What follows belongs to an exercise in optimizing a design on an open flow for small area and a short achievable clock period; a production flow would make more cautious choices.
At most, simulation tests tie the RTL to the original design; equivalence was not proved.
Power is estimated from default activity; no workload was simulated.

Setup of run E:
==> flow/design.v <==
package video_pkg;
	typedef logic [7:0] cam_byte_t;
	typedef struct packed {
		logic [4:0] r;     
		logic [5:0] g;     
		logic [4:0] b;     
	} rgb565_t;
	typedef struct packed {
		logic [7:0] r;
		logic [7:0] g;
		logic [7:0] b;
	} pixel_t;
endpackage
package mem_pkg;
	typedef logic [$clog2(64)-1:0] mem_addr_t;
	typedef enum logic [1:0] {
		req_cam1    = 2'd0,
		req_cam2    = 2'd1,
		req_display = 2'd2
	} req_id_t;
	typedef struct packed {
		mem_addr_t          addr;   
		logic [23:0]        data;   
	} mem_wr_t;
endpackage
module cam_capture #(
	parameter logic [5:0] BASE = '0      
) (
	input  logic        clk_25_2m,
	input  logic        reset,
	input  logic        vsync,
	input  logic        href,
	input  logic [7:0]  data,
	input  logic        wr_ready,        
	output logic        wr_valid,        
	output logic [5:0]  wr_addr,         
	output logic [15:0] wr_data,
	output logic        frame_done
);
	logic        vsync_d;
	logic        vs_rise;
	logic        phase;                  
	logic [7:0]  hi_byte;
	logic [5:0]  wa;                     
	logic        push;
	logic        pop;
	logic [4:0]  wr_cnt;                 
	assign vs_rise = vsync && !vsync_d;
	assign push    = href && phase;
	assign pop     = wr_ready;
	always_ff @(posedge clk_25_2m) begin
		if (!reset) begin
			vsync_d <= 1'b0;
			phase   <= 1'b0;
			wa      <= BASE;
		end else begin
			vsync_d <= vsync;
			if (vs_rise) begin
				phase <= 1'b0;
				wa    <= BASE;
			end else if (href) begin
				phase <= !phase;
				if (phase)
					wa <= wa + 1'b1;
			end
		end
	end
	always_ff @(posedge clk_25_2m) begin
		if (href && !phase)
			hi_byte <= data;
	end
	logic [5:0]  fa [8];
	logic [15:0] fd [8];
	logic [2:0]  wp, rp, rp1, rp_nx;
	logic [3:0]  cnt, cnt_nx;
	logic [5:0]  ha;                     
	logic [5:0]  fa_rp1;
	always_ff @(posedge clk_25_2m) begin
		if (push) begin
			fa[wp] <= wa;
			fd[wp] <= {hi_byte, data};
		end
	end
	always_comb begin
		cnt_nx = cnt;
		if (push && !pop)
			cnt_nx = cnt + 1'b1;
		else if (!push && pop)
			cnt_nx = cnt - 1'b1;
	end
	assign rp1   = rp + 1'b1;
	assign rp_nx = pop ? rp1 : rp;
	always_ff @(posedge clk_25_2m) begin
		if (!reset) begin
			wp       <= '0;
			rp       <= '0;
			cnt      <= '0;
			wr_valid <= 1'b0;
		end else begin
			if (push)
				wp <= wp + 1'b1;
			rp       <= rp_nx;
			cnt      <= cnt_nx;
			wr_valid <= (cnt_nx != '0);
		end
	end
	assign fa_rp1 = fa[rp1];
	always_ff @(posedge clk_25_2m) begin
		if (push && wp == rp_nx)
			ha <= wa;
		else if (pop)
			ha <= fa_rp1;
	end
	assign wr_addr = ha;
	assign wr_data = fd[rp];
	always_ff @(posedge clk_25_2m) begin
		if (!reset) begin
			wr_cnt     <= '0;
			frame_done <= 1'b0;
		end else if (vs_rise) begin
			wr_cnt     <= '0;
			frame_done <= 1'b0;
		end else if (pop) begin
			wr_cnt <= wr_cnt + 1'b1;
			if (wr_cnt == 5'd31)
				frame_done <= 1'b1;
		end
	end
endmodule
module frame_mem_arbiter (
	input  logic        clk_25_2m,
	input  logic        reset,
	input  logic        wr_valid_1,
	input  logic [5:0]  wr_addr_1,
	input  logic [15:0] wr_data_1,
	input  logic        wr_valid_2,
	input  logic [5:0]  wr_addr_2,
	input  logic [15:0] wr_data_2,
	input  logic        rd_req_valid,
	input  logic [5:0]  rd_addr,
	output logic        wr_ready_1,
	output logic        wr_ready_2,
	output logic        rd_req_ready,
	output logic        rd_data_valid,
	output logic [15:0] rd_data
);
	logic [15:0] mem [64];
	logic [2:0]  last;                   
	logic        v1, v2, vd;
	logic        we;
	logic [5:0]  waddr;
	logic [15:0] wdata;
	assign v1 = wr_valid_1;
	assign v2 = wr_valid_2;
	assign vd = rd_req_valid;
	assign wr_ready_1   = v1 && (last[2] || (last[1] && !vd) || (last[0] && !v2 && !vd));
	assign wr_ready_2   = v2 && (last[0] || (last[2] && !v1) || (last[1] && !vd && !v1));
	assign rd_req_ready = vd && (last[1] || (last[0] && !v2) || (last[2] && !v1 && !v2));
	always_ff @(posedge clk_25_2m) begin
		if (!reset) begin
			last          <= 3'b100;         
			rd_data_valid <= 1'b0;
		end else begin
			if (v1 || v2 || vd)
				last <= {rd_req_ready, wr_ready_2, wr_ready_1};
			rd_data_valid <= rd_req_ready;
		end
	end
	assign we    = wr_ready_1 || wr_ready_2;
	assign waddr = wr_ready_1 ? wr_addr_1 : wr_addr_2;
	assign wdata = wr_ready_1 ? wr_data_1 : wr_data_2;
	always_ff @(posedge clk_25_2m) begin
		if (we)
			mem[waddr] <= wdata;
		if (rd_req_ready)
			rd_data <= mem[rd_addr];
	end
endmodule
module video_timing (
	input  logic clk_25_2m,
	input  logic reset,
	input  logic run,
	output logic de,
	output logic hs,
	output logic vs
);
	localparam int HW = $clog2(((8 * 2) + 2 + 4 + 2));
	localparam int VW = $clog2((4 + 1 + 2 + 1));
	localparam int HS_START = (8 * 2) + 2;
	localparam int HS_END   = HS_START + 4;
	localparam int VS_START = 4 + 1;
	localparam int VS_END   = VS_START + 2;
	logic [HW-1:0] x;
	logic [VW-1:0] y;
	logic          line_end;
	logic          frame_end;
	assign line_end  = (x == HW'(((8 * 2) + 2 + 4 + 2) - 1));
	assign frame_end = (y == VW'((4 + 1 + 2 + 1) - 1));
	always_ff @(posedge clk_25_2m) begin
		if (!reset || !run) begin        
			x <= '0;
			y <= '0;
		end else if (line_end) begin
			x <= '0;
			if (frame_end)
				y <= '0;
			else
				y <= y + 1'b1;
		end else begin
			x <= x + 1'b1;
		end
	end
	assign de = run
		&& (x < HW'((8 * 2)))
		&& (y < VW'(4));                
	assign hs = run
		&& (x >= HW'(HS_START))
		&& (x < HW'(HS_END));                
	assign vs = run
		&& (y >= VW'(VS_START))
		&& (y <= VW'(VS_END - 1));
endmodule
module display_reader (
	input  logic        clk_25_2m,
	input  logic        reset,
	input  logic        cam1_done,
	input  logic        cam2_done,
	input  logic        rd_req_ready,
	input  logic        rd_data_valid,
	input  logic [15:0] rd_data,
	input  logic        pixel_req,
	output logic        rd_req_valid,    
	output logic [5:0]  rd_addr,
	output logic        timing_run,
	output logic [15:0] pixel
);
	logic        fetch_en, fetch_nx;
	logic        reads_done;
	logic [3:0]  rx;
	logic [1:0]  ry;
	logic [2:0]  wp, rp;
	logic [3:0]  cnt, cnt_nx;
	logic [15:0] pd [8];
	assign rd_addr = {rx[3], ry, rx[2:0]};
	always_ff @(posedge clk_25_2m) begin
		if (!reset) begin
			rx <= '0;
			ry <= '0;
		end else if (rd_req_ready) begin
			rx <= rx + 1'b1;
			if (rx == 4'd15)
				ry <= ry + 1'b1;
		end
	end
	assign fetch_nx = fetch_en || (cam1_done && cam2_done);
	always_ff @(posedge clk_25_2m) begin
		if (!reset) begin
			fetch_en   <= 1'b0;
			reads_done <= 1'b0;
			timing_run <= 1'b0;
		end else begin
			fetch_en <= fetch_nx;
			if (rd_req_ready && rx == 4'd15 && ry == 2'd3)
				reads_done <= 1'b1;
			if (fetch_en && (cnt == 4'd8 || reads_done))
				timing_run <= 1'b1;
		end
	end
	always_ff @(posedge clk_25_2m) begin
		if (rd_data_valid)
			pd[wp] <= rd_data;
	end
	always_comb begin
		cnt_nx = cnt;
		if (rd_data_valid && !pixel_req)
			cnt_nx = cnt + 1'b1;
		else if (!rd_data_valid && pixel_req)
			cnt_nx = cnt - 1'b1;
	end
	always_ff @(posedge clk_25_2m) begin
		if (!reset) begin
			wp           <= '0;
			rp           <= '0;
			cnt          <= '0;
			rd_req_valid <= 1'b0;
		end else begin
			if (rd_data_valid)
				wp <= wp + 1'b1;
			if (pixel_req)
				rp <= rp + 1'b1;
			cnt <= cnt_nx;
			rd_req_valid <= fetch_nx && ({1'b0, cnt_nx} + {4'b0, rd_req_ready} < 5'd8);
		end
	end
	assign pixel = pd[rp];
endmodule
module stereo_cap_top (
	input  logic                    clk_25_2m,
	input  logic                    reset,
	input  logic                    cam1_vsync,
	input  logic                    cam1_href,
	input  video_pkg::cam_byte_t    cam1_data,
	input  logic                    cam2_vsync,
	input  logic                    cam2_href,
	input  video_pkg::cam_byte_t    cam2_data,
	output logic                    hdmi_de,
	output logic                    hdmi_hs,
	output logic                    hdmi_vs,
	output video_pkg::pixel_t       hdmi_d
);
	logic                 wr_valid_1, wr_ready_1, wr_valid_2, wr_ready_2;
	logic [5:0]           wr_addr_1, wr_addr_2, rd_addr;
	logic [15:0]          wr_data_1, wr_data_2, rd_data, pixel;
	logic                 cam1_done, cam2_done;
	logic                 rd_req_valid, rd_req_ready, rd_data_valid;
	logic                 timing_run, de, hs, vs;
	logic [15:0]          d565;              
	cam_capture #(.BASE(6'd0)) capture_cam1 (
		.clk_25_2m (clk_25_2m), .reset (reset),
		.vsync (cam1_vsync), .href (cam1_href), .data (cam1_data),
		.wr_ready (wr_ready_1), .wr_valid (wr_valid_1),
		.wr_addr (wr_addr_1), .wr_data (wr_data_1), .frame_done (cam1_done)
	);
	cam_capture #(.BASE(6'd32)) capture_cam2 (
		.clk_25_2m (clk_25_2m), .reset (reset),
		.vsync (cam2_vsync), .href (cam2_href), .data (cam2_data),
		.wr_ready (wr_ready_2), .wr_valid (wr_valid_2),
		.wr_addr (wr_addr_2), .wr_data (wr_data_2), .frame_done (cam2_done)
	);
	frame_mem_arbiter mem_arb (
		.clk_25_2m (clk_25_2m), .reset (reset),
		.wr_valid_1 (wr_valid_1), .wr_addr_1 (wr_addr_1), .wr_data_1 (wr_data_1),
		.wr_valid_2 (wr_valid_2), .wr_addr_2 (wr_addr_2), .wr_data_2 (wr_data_2),
		.rd_req_valid (rd_req_valid), .rd_addr (rd_addr),
		.wr_ready_1 (wr_ready_1), .wr_ready_2 (wr_ready_2), .rd_req_ready (rd_req_ready),
		.rd_data_valid (rd_data_valid), .rd_data (rd_data)
	);
	display_reader reader (
		.clk_25_2m (clk_25_2m), .reset (reset),
		.cam1_done (cam1_done), .cam2_done (cam2_done),
		.rd_req_ready (rd_req_ready), .rd_data_valid (rd_data_valid), .rd_data (rd_data),
		.pixel_req (de), .rd_req_valid (rd_req_valid), .rd_addr (rd_addr),
		.timing_run (timing_run), .pixel (pixel)
	);
	video_timing timing (
		.clk_25_2m (clk_25_2m), .reset (reset), .run (timing_run),
		.de (de), .hs (hs), .vs (vs)
	);
	always_ff @(posedge clk_25_2m) begin
		if (!reset) begin
			hdmi_de <= 1'b0;
			hdmi_hs <= 1'b0;
			hdmi_vs <= 1'b0;
			d565    <= '0;
		end else begin
			hdmi_de <= de;
			hdmi_hs <= hs;
			hdmi_vs <= vs;
			d565    <= de ? pixel : '0;    
		end
	end
	assign hdmi_d = {d565[15:11], d565[15:13],
	                 d565[10:5],  d565[10:9],
	                 d565[4:0],   d565[4:2]};
endmodule
==> flow/config.mk <==
export PLATFORM = sky130hd
export DESIGN_NAME = stereo_cap_top
export DESIGN_NICKNAME = stereo_cap_top
export VERILOG_FILES = /design/flow/design.v
export SDC_FILE = /design/flow/constraint.sdc
export NUM_CORES = 4
export LEC_CHECK = 0
export CAP_MARGIN = 20
export CORE_MARGIN = 2
export CORE_UTILIZATION = 55
export SETUP_SLACK_MARGIN = 5.0
export SLEW_MARGIN = 20
==> flow/constraint.sdc <==
create_clock -name core_clock -period 8.0 [get_ports {clk_25_2m}]
set_input_delay 1.6000 -clock core_clock [delete_from_list [all_inputs] [get_ports {clk_25_2m}]]
set_output_delay 1.6000 -clock core_clock [all_outputs]
set_load 0.01 [all_outputs]
run.sh (not shown) runs the stock make flow with config.mk's settings and CLKGATE_MAP_FILE= SYNTH_SCRIPT=/design/flow/synth_recipe.tcl, a recipe that flattens the netlist after the stock synthesis.
Input changes introduced in run X (baseline for comparison: run E):
diff --git a/flow/design.v b/flow/design.v
--- a/flow/design.v
+++ b/flow/design.v
@@ -29,14 +29,14 @@
 	input  logic        clk_25_2m,
 	input  logic        reset,
 	input  logic        vsync,
 	input  logic        href,
 	input  logic [7:0]  data,
 	input  logic        wr_ready,        
-	output logic        wr_valid,        
-	output logic [5:0]  wr_addr,         
+	output logic        wr_valid,
+	output logic [5:0]  wr_addr,
 	output logic [15:0] wr_data,
 	output logic        frame_done
 );
 	logic        vsync_d;
 	logic        vs_rise;
 	logic        phase;                  
@@ -68,16 +68,14 @@
 	always_ff @(posedge clk_25_2m) begin
 		if (href && !phase)
 			hi_byte <= data;
 	end
 	logic [5:0]  fa [8];
 	logic [15:0] fd [8];
-	logic [2:0]  wp, rp, rp1, rp_nx;
+	logic [2:0]  wp, rp;
 	logic [3:0]  cnt, cnt_nx;
-	logic [5:0]  ha;                     
-	logic [5:0]  fa_rp1;
 	always_ff @(posedge clk_25_2m) begin
 		if (push) begin
 			fa[wp] <= wa;
 			fd[wp] <= {hi_byte, data};
 		end
 	end
@@ -85,36 +83,28 @@
 		cnt_nx = cnt;
 		if (push && !pop)
 			cnt_nx = cnt + 1'b1;
 		else if (!push && pop)
 			cnt_nx = cnt - 1'b1;
 	end
-	assign rp1   = rp + 1'b1;
-	assign rp_nx = pop ? rp1 : rp;
 	always_ff @(posedge clk_25_2m) begin
 		if (!reset) begin
 			wp       <= '0;
 			rp       <= '0;
 			cnt      <= '0;
 			wr_valid <= 1'b0;
 		end else begin
 			if (push)
 				wp <= wp + 1'b1;
-			rp       <= rp_nx;
+			if (pop)
+				rp <= rp + 1'b1;
 			cnt      <= cnt_nx;
 			wr_valid <= (cnt_nx != '0);
 		end
 	end
-	assign fa_rp1 = fa[rp1];
-	always_ff @(posedge clk_25_2m) begin
-		if (push && wp == rp_nx)
-			ha <= wa;
-		else if (pop)
-			ha <= fa_rp1;
-	end
-	assign wr_addr = ha;
+	assign wr_addr = fa[rp];
 	assign wr_data = fd[rp];
 	always_ff @(posedge clk_25_2m) begin
 		if (!reset) begin
 			wr_cnt     <= '0;
 			frame_done <= 1'b0;
 		end else if (vs_rise) begin
==> comparison <==
Against run E, run X comes in 80 lower on multi-input gate count. Between run X and run E, the number of non-filler instances in the completed layout is higher for run E. Changes observed in run X relative to run E: first-iteration DRC count now larger; clock-buffer cell count has increased; area of the die decreased by 380 sq um relative to the old numbers. Taking run E as the reference, in run X finished layout cell area fell by 330 sq um; simple-gate area share of the yosys netlist fell by 0.56 points; power density relative to cell area fell by 3.1%. Run X: multiplexer fraction of the synthesized cell area is 0.43 points lower than what run E reported. As of run X, final routed wirelength across all metal layers had fallen slightly compared to run E. Run X was carried through to the last stage, and its layout satisfied the timing, DRC and antenna checks. Looking at worst hold slack across both flows, run X is the weaker of the two, with run E ahead.
Only the layout flow was run in run E; the RTL was not checked for function there.

[separate check: timing with driven ports]
The flow's constraints put no driver on any port. The routed layouts listed below were extracted and timed again, unchanged, in two steps. Step 1, drivers: a clkbuf_16 drives clk_25_2m and a buf_2 each remaining input, both assumed. Step 2, shift: input delay + t, output delay - t, t = (earliest + latest rising clock arrival at the registers) / 2. This alone moves slack from input paths to output paths. Slacks: no drivers / after step 1 / after step 2; pairs: no drivers / after step 1.
run	t, ns	setup WS [ns]	cell pins on the clock port's net
run E	0.838	4.971 / 4.971 / 4.263	1
run X	0.812	5.062 / 4.997 / 4.331	1
After both steps every run listed still meets setup and hold. The setup slack of run X, which loses most, moves by -0.065 ns with the drivers and by -0.731 ns with both steps.
